This is an optimization exercise on Yosys and OpenROAD, whose aim is small area and a short achievable clock period, not a production implementation.
RTL that was checked went through simulation tests only; none was proved equivalent to the original.
No activity file was given, so power comes from the tool's default toggle rates.

==> flow/design.v (excerpt) <==
module spi_ram_ctrl #(
    parameter int unsigned MEM_DEPTH = 256,
    parameter int unsigned ADDR_SIZE = 8
) (
    input  logic       clk,
    input  logic       rst_n,
    input  logic [9:0] din,
    input  logic       rx_valid,
    output logic [7:0] dout,
    output logic       tx_valid
    ,
    output logic       err
);
export LEC_CHECK = 0
export CAP_MARGIN = 20
export CORE_MARGIN = 2
export CORE_UTILIZATION = 70
export CTS_BUF_LIST = sky130_fd_sc_hd__clkbuf_16
export CTS_CLUSTER_DIAMETER = 80
export CTS_CLUSTER_SIZE = 26
export PLACE_DENSITY = 0.78
export SETUP_SLACK_MARGIN = 2.8
export SLEW_MARGIN = 20
create_clock -name core_clock -period 4.5 [get_ports {clk}]
standard.sh (not shown) runs the stock make flow with config.mk's settings and CLKGATE_MAP_FILE= SYNTH_SCRIPT=/design/flow/synth_recipe.tcl, a recipe that flattens the netlist after the stock synthesis.
==> flow/flow/run.sh <==
#!/bin/bash
set -euo pipefail
export MAKEFLAGS='BUFFER_PORTS_ARGS=-buffer_cell\ sky130_fd_sc_hd__buf_4'
bash standard.sh finish > flow_make.log 2>&1
Next try:
--- a/flow/config.mk
+++ b/flow/config.mk
@@ -8,9 +8,9 @@
 export CAP_MARGIN = 20
 export CORE_MARGIN = 2
-export CORE_UTILIZATION = 70
+export CORE_UTILIZATION = 60
 export CTS_BUF_LIST = sky130_fd_sc_hd__clkbuf_16
-export CTS_CLUSTER_DIAMETER = 80
-export CTS_CLUSTER_SIZE = 26
-export PLACE_DENSITY = 0.78
-export SETUP_SLACK_MARGIN = 2.8
+export CTS_CLUSTER_DIAMETER = 90
+export CTS_CLUSTER_SIZE = 30
+export PLACE_DENSITY = 0.68
+export SETUP_SLACK_MARGIN = 2.6
 export SLEW_MARGIN = 20
What happened: Synthesized cell count stays the same. Utilization shrinks by 16 points. Final area shrinks by a few percent. Total power shrinks by a few percent. Wire length shrinks by roughly a tenth. Global-route usage shrinks by 11 points. Non-clock buffer count shrinks by 178. Die area grows by about a fifth.
Next try:
--- a/flow/config.mk
+++ b/flow/config.mk
@@ -8,9 +8,9 @@
 export CAP_MARGIN = 20
 export CORE_MARGIN = 2
-export CORE_UTILIZATION = 60
+export CORE_UTILIZATION = 65
 export CTS_BUF_LIST = sky130_fd_sc_hd__clkbuf_16
 export CTS_CLUSTER_DIAMETER = 90
 export CTS_CLUSTER_SIZE = 30
-export PLACE_DENSITY = 0.68
-export SETUP_SLACK_MARGIN = 2.6
+export PLACE_DENSITY = 0.73
+export SETUP_SLACK_MARGIN = 2.5
 export SLEW_MARGIN = 20
What happened:
- cell count went down by a few percent
- sequential power stays flat
- worst hold slack is better by 0.041 ns
- count of clock-buffer cells in the layout stays the same
- maximum frequency hardly moves
- area after synthesis does not change
- core utilization went up by 4.6 points
- routed wire length shrinks by a few percent
Next try:
--- a/flow/config.mk
+++ b/flow/config.mk
@@ -8,9 +8,9 @@
 export CAP_MARGIN = 20
 export CORE_MARGIN = 2
-export CORE_UTILIZATION = 65
+export CORE_UTILIZATION = 60
 export CTS_BUF_LIST = sky130_fd_sc_hd__clkbuf_16
 export CTS_CLUSTER_DIAMETER = 90
 export CTS_CLUSTER_SIZE = 30
-export PLACE_DENSITY = 0.73
+export PLACE_DENSITY = 0.68
 export SETUP_SLACK_MARGIN = 2.5
 export SLEW_MARGIN = 20
After rerunning:
- power is about the same
- worst setup slack is about the same
- via count shrinks slightly
- non-clock buffer count rises by 11
- flip-flop and latch count does not change
- maximum frequency hardly moves

* * *

## v9
Another version of the RTL of spi_ram_ctrl (not shown whole).
For scale: roughly 4400 cells after synthesis, ~2200 flip-flops, roughly 23 I/O pins, about 78000 um2 of cells after synthesis.
Settings: LEC_CHECK=0, CAP_MARGIN=20, CORE_MARGIN=2, CORE_UTILIZATION=60, CTS_BUF_LIST=sky130_fd_sc_hd__clkbuf_16, CTS_CLUSTER_DIAMETER=60, CTS_CLUSTER_SIZE=20, PLACE_DENSITY=0.68, SETUP_SLACK_MARGIN=2.6, SLEW_MARGIN=20; clock period 4.5 ns.
Scripts as last shown in full above: flow/flow/run.sh
The inputs of v17 differ from those of v9 as listed below.
Settings: swapping 2.6 for 2.0 in SETUP_SLACK_MARGIN.
Notes after the runs:
- Summary of v17 over v9: share of the core filled with cells in the final layout fell 1.6 points; simple-gate share of the synthesized area about even; first-pass GRT wire length fell 11000 um.
- Changes observed in v17 relative to v9: hold slack decreased 0.024 ns; minimum setup slack in the final design down 0.23 ns.
Setup changes, v17 to v33
Settings: changing CTS_CLUSTER_SIZE from 20 to 30; changing CTS_CLUSTER_DIAMETER from 60 to 90; changing SETUP_SLACK_MARGIN from 2.0 to 2.5.
Findings:
v33 completed; timing, DRC and antenna clean. Compared to v17, the router laid down more metal wire for v33. Share of the cycle needed by the critical path after routing was lower in v33 than in v17. Comparing v17 and v33, the lower via count is on v33. Row first-iteration DRC count: v33 higher / v17 lower. Diff v17 -> v33: met1 wire length saw an increase; design area saw a decrease; worst setup slack saw an increase; global-route wire length before repair saw an increase. Initial antenna violation count, v17 and v33: lower on v17. The final reports for v33 and v17 show clock tree buffer count of the final layout lower in the former.
Changes in v39 relative to v33:
Settings: swapping 90 for 60 in CTS_CLUSTER_DIAMETER; swapping 30 for 20 in CTS_CLUSTER_SIZE; swapping 2.5 for 2.3 in SETUP_SLACK_MARGIN.
Notes after the runs:
On v39: leakage power is about 3% higher than what v33 gave. Diff v33 -> v39 | total of plain and repair buffers excluding clock buffers | down by more than 10%. The higher setup slack of v33 and v39 is in v33. v39 was carried through to the last stage, and its layout satisfied the timing, design-rule and antenna checks. Compared with v33, in v39 number of diodes added for antenna fixing +4, met2 wire length -1.0%. [v39] routed length per placed instance fell 2.7% relative to v33. On v39: part of the power in combinational logic is 0.3 points lower than what v33 gave. Share of the core filled with cells came out higher on v39 than on v33. As far as number of cells produced by synthesis goes, v39 and v33 are indistinguishable; the numbers are identical. In v39 relative to v33, total non-filler cell area in the finished layout had gone up slightly. In v39 the routed wire length turned out 1.5% lower than in v33. Run comparison: v39 critical path endpoint dout[0]; v33 critical path endpoint dout[3].

* * *

spi_ram_ctrl, a different RTL version from the one above (not shown whole).
Size: about 7100 cells after synthesis, about 23 I/O pins, ~0.078 mm² of cells after synthesis.
clock: 4.5 ns
lec_check: 0
cap_margin: 20
core_margin: 2
core_utilization: 60
cts_buf_list: sky130_fd_sc_hd__clkbuf_16
cts_cluster_diameter: 60
cts_cluster_size: 20
place_density: 0.68
setup_slack_margin: 2.0
slew_margin: 20
Scripts as last shown in full above: flow/flow/run.sh
Rerun with:
- CTS_CLUSTER_DIAMETER: 60 -> 90
- CTS_CLUSTER_SIZE: 20 -> 30
- SETUP_SLACK_MARGIN: 2.0 -> 2.5
The new run produced a clean layout.
Cell count is lower by about 1.1%.
Core utilization is lower by 0.82 points.
Clock power is lower by about 28%.
Routed wire length is higher by about 2.6%.
Area after synthesis is unchanged.
Function was not checked in any run of this note: the RTL went through the layout flow alone.

* * *

Another version of the RTL of spi_ram_ctrl (not shown whole).
Size in the first run: about 4600 cells after synthesis, roughly 2100 flip-flops, about 23 I/O pins, roughly 0.080 sq mm of cells after synthesis.
Settings: LEC_CHECK=0, CAP_MARGIN=20, CORE_MARGIN=2, CORE_UTILIZATION=50, PLACE_DENSITY=0.6, SETUP_SLACK_MARGIN=2.0, SLEW_MARGIN=20; clock period 4.5 ns.
run.sh (not shown) runs the stock make flow with config.mk's settings and CLKGATE_MAP_FILE= SYNTH_SCRIPT=/design/flow/synth_recipe.tcl, a recipe that flattens the netlist after the stock synthesis.
Stock flow here: none of the scripts above is used.
Then changed:
CORE_UTILIZATION = 60   (was 50)
CTS_BUF_LIST = sky130_fd_sc_hd__clkbuf_16   (was default)
CTS_CLUSTER_DIAMETER = 60   (was default)
CTS_CLUSTER_SIZE = 20   (was default)
PLACE_DENSITY = 0.68   (was 0.6)
Result: Non-clock buffer count fell by 107; global-route usage is higher by 3.9 points; design area went down by 4.9%; die area decreases by 17%; synthesized cell count is unchanged; synthesized area stays the same; sequential power is about the same; total power decreases by 9.5%.
Function was not checked in any run of this note: the RTL went through the layout flow alone.

* * *

Another version of the RTL of spi_ram_ctrl (not shown whole).
Size: about 4300 cells after synthesis, about 2100 flip-flops, roughly 23 I/O pins.
Settings: LEC_CHECK=0, CAP_MARGIN=20, CORE_MARGIN=2, CORE_UTILIZATION=60, CTS_BUF_LIST=sky130_fd_sc_hd__clkbuf_16, CTS_CLUSTER_DIAMETER=60, CTS_CLUSTER_SIZE=20, PLACE_DENSITY=0.68, SETUP_SLACK_MARGIN=2.0, SLEW_MARGIN=20; clock period 4.5 ns.
standard.sh (not shown) runs the stock make flow with config.mk's settings and CLKGATE_MAP_FILE= SYNTH_SCRIPT=/design/flow/synth_recipe.tcl, a recipe that flattens the netlist after the stock synthesis.
Scripts as last shown in full above: flow/flow/run.sh
The baseline finished clean.
Next try:
==> flow/run.sh (new file) <==
#!/bin/bash
# synth_recipe.tcl (not shown) runs the flow's synth.tcl, then flattens the netlist and writes it again
# the make line also repeats each setting of config.mk as NAME=value (left out here)
make -C /OpenROAD-flow-scripts/flow DESIGN_CONFIG=/design/flow/config.mk WORK_HOME=/design/flow/orfs CLKGATE_MAP_FILE= SYNTH_SCRIPT=/design/flow/synth_recipe.tcl finish
removed: flow/flow/run.sh
removed: flow/standard.sh
Result: The changed run ran to the end with no violations; core utilization rises by 0.41 points; worst setup slack gets better by 0.030 ns; maximum frequency rises by 1.1%; non-clock buffer count falls by 2; worst hold slack gets better by 0.23 ns; sequential power stays flat.

==> separate check: timing with driven ports <==
How much do the figures lean on ideal ports? The routed layouts below were timed once more, with nothing changed but the port constraints. Step 1 assumes that a clkbuf_16 drives the clock port and a buf_2 every other input. Step 2 times the ports against the registers' clock, not the clock port: input delays grow and output delays shrink by t, the midpoint of the rising clock arrivals with the driver on. Three values: ideal, step 1, step 2; two values: the first two.
run | t (ns) | slack for setup (ns) | latest minus earliest clock arrival (ns) | worst slew at a driven data input, ns | cell pins on the clock port's net
the first run of note 1 | 0.823 | 2.375 / 2.298 / 1.972 | 0.044 / 0.045 | 0.18 | 1
the second run of note 1 | 0.787 | 2.405 / 2.327 / 2.050 | 0.044 / 0.044 | 0.17 | 1
the third run of note 1 | 0.792 | 2.403 / 2.331 / 1.931 | 0.031 / 0.031 | 0.16 | 1
the fourth run of note 1 | 0.789 | 2.406 / 2.325 / 1.917 | 0.042 / 0.042 | 0.17 | 1
v9 | 0.874 | 2.282 / 2.197 / 2.068 | 0.033 / 0.034 | 0.13 | 1
v17 | 0.855 | 2.052 / 1.980 / 1.862 | 0.044 / 0.044 | 0.04 | 1
v33 | 0.788 | 2.293 / 2.217 / 2.026 | 0.038 / 0.039 | 0.14 | 1
v39 | 0.875 | 2.237 / 2.152 / 1.819 | 0.038 / 0.038 | 0.16 | 1
the first run of note 3 | 0.882 | 1.968 / 1.968 / 1.743 | 0.028 / 0.028 | 0.17 | 1
the second run of note 3 | 0.829 | 2.292 / 2.203 / 1.834 | 0.043 / 0.043 | 0.16 | 1
the first run of note 4 | 0.918 | 1.722 / 1.722 / 1.422 | 0.030 / 0.030 | 0.04 | 1
the second run of note 4 | 0.878 | 1.807 / 1.807 / 1.309 | 0.036 / 0.036 | 0.04 | 1
the first run of note 5 | 0.856 | 1.729 / 1.729 / 1.729 | 0.030 / 0.030 | 0.12 | 1
the second run of note 5 | 0.869 | 1.758 / 1.758 / 1.349 | 0.033 / 0.033 | 0.19 | 1
After both steps every run listed still meets setup and hold. For the second run of note 4, which loses most, drivers alone change the setup slack by 0.000 ns; drivers and shift together by -0.498 ns.
